From an optimization exercise on the open Yosys and OpenROAD flow, aimed at small area; shortcuts taken in it are not production practice.
Function was checked by simulation only, so behaviour that the tests miss may differ from the original.
No activity file was given, so power comes from the tool's default toggle rates.

// battery_boost_power_sequencer_core
module battery_boost_power_sequencer_core (
   input  logic                                clock,
   input  logic                                reset,
   input  logic                                req_valid,
   output logic                                req_stall,
   input  logic [41:0]                         req_data,
   output logic                                rsp_valid,
   input  logic                                rsp_stall,
   output logic [15:0]                         rsp_data,
   input  logic                                psel,
   input  logic                                penable,
   input  logic                                pwrite,
   input  logic [bbps_pkg::CSR_ADDR_W-1:0]     paddr,
   input  logic [bbps_pkg::CSR_DATA_W-1:0]     pwdata,
   output logic [bbps_pkg::CSR_DATA_W-1:0]     prdata,
   output logic                                pready
);
   logic                         in_valid_ff;
   logic [9:0]                   in_q_ff;
   logic [3:0]                   in_r_ff;
   logic [bbps_pkg::TIME_W-1:0]  in_now_ff;
   logic                         in_carry_ff;
   logic [bbps_pkg::TIME_W-1:0]  now_in;
   logic                         carry_in;
   logic                         rsp_valid_ff;
   logic [3:0]                   count_ff;
   logic [bbps_pkg::CV_W-1:0]    batt_cv_ff;
   logic                         advance;
   logic                         last_sample;
   logic                         group_done;
   logic                         group_open;
   logic [9:0]                   q_new;
   logic [3:0]                   r_new;
   logic [bbps_pkg::CV_W-1:0]    charge_full_cv;
   logic [bbps_pkg::CV_W-1:0]    low_limit_cv;
   logic [bbps_pkg::CV_W-1:0]    disconnect_cv;
   logic [bbps_pkg::TIME_W-1:0]  stepup_time_ms_n;
   logic [bbps_pkg::TIME_W-1:0]  grace_time_ms;
   logic [bbps_pkg::ADC_W-1:0]   no_supply_code;
   logic [bbps_pkg::CV_W-1:0]    cv_new;
   logic [bbps_pkg::PHASE_W-1:0] phase_code;
   logic                         stepup_on;
   logic                         meter_power_on;
   assign advance     = in_valid_ff && (!rsp_valid_ff || !rsp_stall);
   assign req_stall   = in_valid_ff && !advance;
   assign rsp_valid   = rsp_valid_ff;
  ...
For scale: ~900 cells after synthesis, about 140 I/O pins, ~0.0093 sq mm of cells after synthesis.
Settings: LEC_CHECK=0, ABC_AREA=1, CAP_MARGIN=20, CORE_MARGIN=2, CORE_UTILIZATION=65, SLEW_MARGIN=20; clock period 12.0 ns.
standard.sh (not shown) runs the stock make flow with config.mk's settings and CLKGATE_MAP_FILE= SYNTH_SCRIPT=/design/flow/synth_recipe.tcl, a recipe that flattens the netlist after the stock synthesis.
==> flow/flow/run.sh <==
#!/bin/bash
# Layout flow: the standard synthesis (standard.sh synth, unchanged), then the
# combinational logic between the registers is mapped again by ABC for area (registers,
# full adder cells and tie cells are kept as they are, by name and cell type; full
# adders fed by inverters are first turned around by fapol.py), then
# the rest of the standard layout with buf_1 port buffers and no CTS dummy loads.
set -euo pipefail
HERE=$(pwd)
LIB=$FLOW_HOME/platforms/sky130hd/lib/sky130_fd_sc_hd__tt_025C_1v80.lib
YOSYS=$FLOW_HOME/../tools/install/yosys/bin/yosys
command -v yosys >/dev/null 2>&1 && YOSYS=$(command -v yosys)
RES=$HERE/orfs/results/sky130hd/battery_boost_power_sequencer_core/base

export BUFFER_PORTS_ARGS="-buffer_cell sky130_fd_sc_hd__buf_1"
export CTS_ARGS="-sink_clustering_enable -repair_clock_nets -dont_use_dummy_load -buf_list sky130_fd_sc_hd__clkbuf_8"

bash standard.sh synth > $HERE/flow_synth.log 2>&1

cp $RES/1_2_yosys.v $HERE/standard_1_2_yosys.v
# full adders with inverted inputs become full adders on the true inputs (self-dual)
python3 $HERE/flow/fapol.py $HERE/standard_1_2_yosys.v $HERE/fapol_1_2_yosys.v > $HERE/fapol.log 2>&1
cat > $HERE/resynth.ys <<EOY
read_liberty -ignore_miss_func -ignore_miss_dir $LIB
read_verilog $HERE/fapol_1_2_yosys.v
hierarchy -check -top $FLOW_TOP
blackbox sky130_fd_sc_hd__dfxtp_1 sky130_fd_sc_hd__edfxtp_1 sky130_fd_sc_hd__conb_1 sky130_fd_sc_hd__fa_1
flatten
rename -hide w:*
opt -purge
read_liberty -lib -overwrite $LIB
abc -script $HERE/flow/resynth.abc -liberty $LIB -dont_use sky130_fd_sc_hd__lpflow_bleeder_1 -dont_use sky130_fd_sc_hd__lpflow_clkbufkapwr_1 -dont_use sky130_fd_sc_hd__lpflow_clkbufkapwr_16 -dont_use sky130_fd_sc_hd__lpflow_clkbufkapwr_2 -dont_use sky130_fd_sc_hd__lpflow_clkbufkapwr_4 -dont_use sky130_fd_sc_hd__lpflow_clkbufkapwr_8 -dont_use sky130_fd_sc_hd__lpflow_clkinvkapwr_1 -dont_use sky130_fd_sc_hd__lpflow_clkinvkapwr_16 -dont_use sky130_fd_sc_hd__lpflow_clkinvkapwr_2 -dont_use sky130_fd_sc_hd__lpflow_clkinvkapwr_4 -dont_use sky130_fd_sc_hd__lpflow_clkinvkapwr_8 -dont_use sky130_fd_sc_hd__lpflow_decapkapwr_12 -dont_use sky130_fd_sc_hd__lpflow_decapkapwr_3 -dont_use sky130_fd_sc_hd__lpflow_decapkapwr_4 -dont_use sky130_fd_sc_hd__lpflow_decapkapwr_6 -dont_use sky130_fd_sc_hd__lpflow_decapkapwr_8 -dont_use sky130_fd_sc_hd__lpflow_inputiso0n_1 -dont_use sky130_fd_sc_hd__lpflow_inputiso0p_1 -dont_use sky130_fd_sc_hd__lpflow_inputiso1n_1 -dont_use sky130_fd_sc_hd__lpflow_inputiso1p_1 -dont_use sky130_fd_sc_hd__lpflow_inputisolatch_1 -dont_use sky130_fd_sc_hd__lpflow_isobufsrc_1 -dont_use sky130_fd_sc_hd__lpflow_isobufsrc_16 -dont_use sky130_fd_sc_hd__lpflow_isobufsrc_2 -dont_use sky130_fd_sc_hd__lpflow_isobufsrc_4 -dont_use sky130_fd_sc_hd__lpflow_isobufsrc_8 -dont_use sky130_fd_sc_hd__lpflow_isobufsrckapwr_16 -dont_use sky130_fd_sc_hd__lpflow_lsbuf_lh_hl_isowell_tap_1 -dont_use sky130_fd_sc_hd__lpflow_lsbuf_lh_hl_isowell_tap_2 -dont_use sky130_fd_sc_hd__lpflow_lsbuf_lh_hl_isowell_tap_4 -dont_use sky130_fd_sc_hd__lpflow_lsbuf_lh_isowell_4 -dont_use sky130_fd_sc_hd__lpflow_lsbuf_lh_isowell_tap_1 -dont_use sky130_fd_sc_hd__lpflow_lsbuf_lh_isowell_tap_2 -dont_use sky130_fd_sc_hd__lpflow_lsbuf_lh_isowell_tap_4 -dont_use sky130_fd_sc_hd__probe_p_8 -dont_use sky130_fd_sc_hd__probec_p_8  -D 12000
splitnets
opt_clean -purge
hilomap -singleton -hicell sky130_fd_sc_hd__conb_1 HI -locell sky130_fd_sc_hd__conb_1 LO
insbuf -buf sky130_fd_sc_hd__buf_4 A X
check -assert -mapped
tee -o $HERE/resynth_stat.txt stat -liberty $LIB
write_verilog -noattr -nohex -nodec $HERE/resynth_1_2_yosys.v
EOY
$YOSYS -s $HERE/resynth.ys > $HERE/resynth_yosys.log 2>&1
cp $HERE/resynth_1_2_yosys.v $RES/1_2_yosys.v

bash standard.sh do-1_synth > $HERE/flow_synth_odb.log 2>&1
bash standard.sh finish > $HERE/flow_finish.log 2>&1
==> flow/flow/resynth.abc <==
strash
dch -f
amap -F 20 -A 30 -C 5000
Other scripts of this flow, unchanged in this note and not shown: flow/flow/fapol.py
Next try:
--- a/flow/flow/run.sh
+++ b/flow/flow/run.sh
@@ -15 +15 @@
-export CTS_ARGS="-sink_clustering_enable -repair_clock_nets -dont_use_dummy_load -buf_list sky130_fd_sc_hd__clkbuf_8"
+export CTS_ARGS="-sink_clustering_enable -repair_clock_nets -dont_use_dummy_load -buf_list \"sky130_fd_sc_hd__clkbuf_4 sky130_fd_sc_hd__clkbuf_8\" -sink_clustering_max_diameter 60"
CORE_UTILIZATION = 50   (was 65)
Result: Power rises by 0.44%. Combinational power stays flat. Final cell count rises by 4.0%. Hold slack barely changes. Global-route usage falls by 4.7 points. Register-to-register slack got worse by 0.12 ns. Design area rises by 0.42%. Worst setup slack got worse by 0.050 ns.
Next try:
--- a/flow/flow/run.sh
+++ b/flow/flow/run.sh
@@ -15 +15 @@
-export CTS_ARGS="-sink_clustering_enable -repair_clock_nets -dont_use_dummy_load -buf_list \"sky130_fd_sc_hd__clkbuf_4 sky130_fd_sc_hd__clkbuf_8\" -sink_clustering_max_diameter 60"
+export CTS_ARGS="-sink_clustering_enable -repair_clock_nets -dont_use_dummy_load -buf_list sky130_fd_sc_hd__clkbuf_8"
The new run produced a clean layout. Non-clock buffer count is unchanged. Final cell count stays the same. Hold slack is unchanged.
Next try:
--- a/flow/flow/run.sh
+++ b/flow/flow/run.sh
@@ -4 +4 @@
-# full adder cells and tie cells are kept as they are, by name and cell type; full
+# full/half adder cells and tie cells are kept as they are, by name and cell type; full
@@ -15 +15 @@
-export CTS_ARGS="-sink_clustering_enable -repair_clock_nets -dont_use_dummy_load -buf_list sky130_fd_sc_hd__clkbuf_8"
+export CTS_ARGS="-sink_clustering_enable -repair_clock_nets -dont_use_dummy_load -buf_list sky130_fd_sc_hd__clkbuf_8 -sink_clustering_size 20"
@@ -26 +26 @@
-blackbox sky130_fd_sc_hd__dfxtp_1 sky130_fd_sc_hd__edfxtp_1 sky130_fd_sc_hd__conb_1 sky130_fd_sc_hd__fa_1
+blackbox sky130_fd_sc_hd__dfxtp_1 sky130_fd_sc_hd__edfxtp_1 sky130_fd_sc_hd__conb_1 sky130_fd_sc_hd__fa_1 sky130_fd_sc_hd__ha_1
==> flow/flow/resynth.abc (replaced) <==
strash
balance
rewrite
refactor
balance
rewrite
rewrite -z
balance
refactor -z
rewrite -z
balance
dch -f
amap -F 20 -A 30 -C 5000
The new run finished clean.
Die area went up by 1.1%.
Power climbs by 0.55%.
Worst hold slack hardly moves.
Critical path depth came out higher by 2.
Sequential share of layout area falls by 0.41 points.
Via count goes down by 2.1%.
Next try:
--- a/flow/flow/run.sh
+++ b/flow/flow/run.sh
@@ -15 +15 @@
-export CTS_ARGS="-sink_clustering_enable -repair_clock_nets -dont_use_dummy_load -buf_list sky130_fd_sc_hd__clkbuf_8 -sink_clustering_size 20"
+export CTS_ARGS="-sink_clustering_enable -repair_clock_nets -dont_use_dummy_load -buf_list sky130_fd_sc_hd__clkbuf_8"
CORE_UTILIZATION = 40   (was 50)
Result: The changed run went through all stages and came out clean; utilization decreases by 11 points; cell area rises by 1.2%; power is lower by 0.30%; hold slack stays flat; wire length rose by about 9%; global-route usage is lower by 3.0 points; sequential power stays flat; die area climbs by about 24%; critical path depth stays the same; via count went up by 2.1%; clock power hardly moves.

afterwards: timing with drivers on the ports:
In the flow no input, the clock included, has a driving cell. The finished layouts below were timed again as built, in two steps.
Step 1 assumes that a clkbuf_16 drives the clock port and a buf_2 every other input.
Step 2, shift: input delay + t, output delay - t, t = (earliest + latest rising clock arrival at the registers) / 2. This alone moves slack from input paths to output paths.
Three values: ideal ports, drivers, drivers and shift; two values: the first two.
run | t (ns) | slack for setup (ns) | latest minus earliest clock arrival (ns) | slew at the worst register clock pin (ns)
the first run | 0.492 | 2.400 / 2.420 / 1.928 | 0.037 / 0.036 | 0.10 / 0.10
the second run | 0.503 | 2.351 / 2.371 / 1.868 | 0.035 / 0.034 | 0.11 / 0.11
the third run | 0.503 | 2.351 / 2.371 / 1.868 | 0.035 / 0.034 | 0.11 / 0.11
the fourth run | 0.487 | 2.217 / 2.235 / 1.748 | 0.034 / 0.034 | 0.11 / 0.11
the fifth run | 0.498 | 2.180 / 2.202 / 1.704 | 0.035 / 0.035 | 0.11 / 0.11
After both steps setup and hold are still met in every run listed.
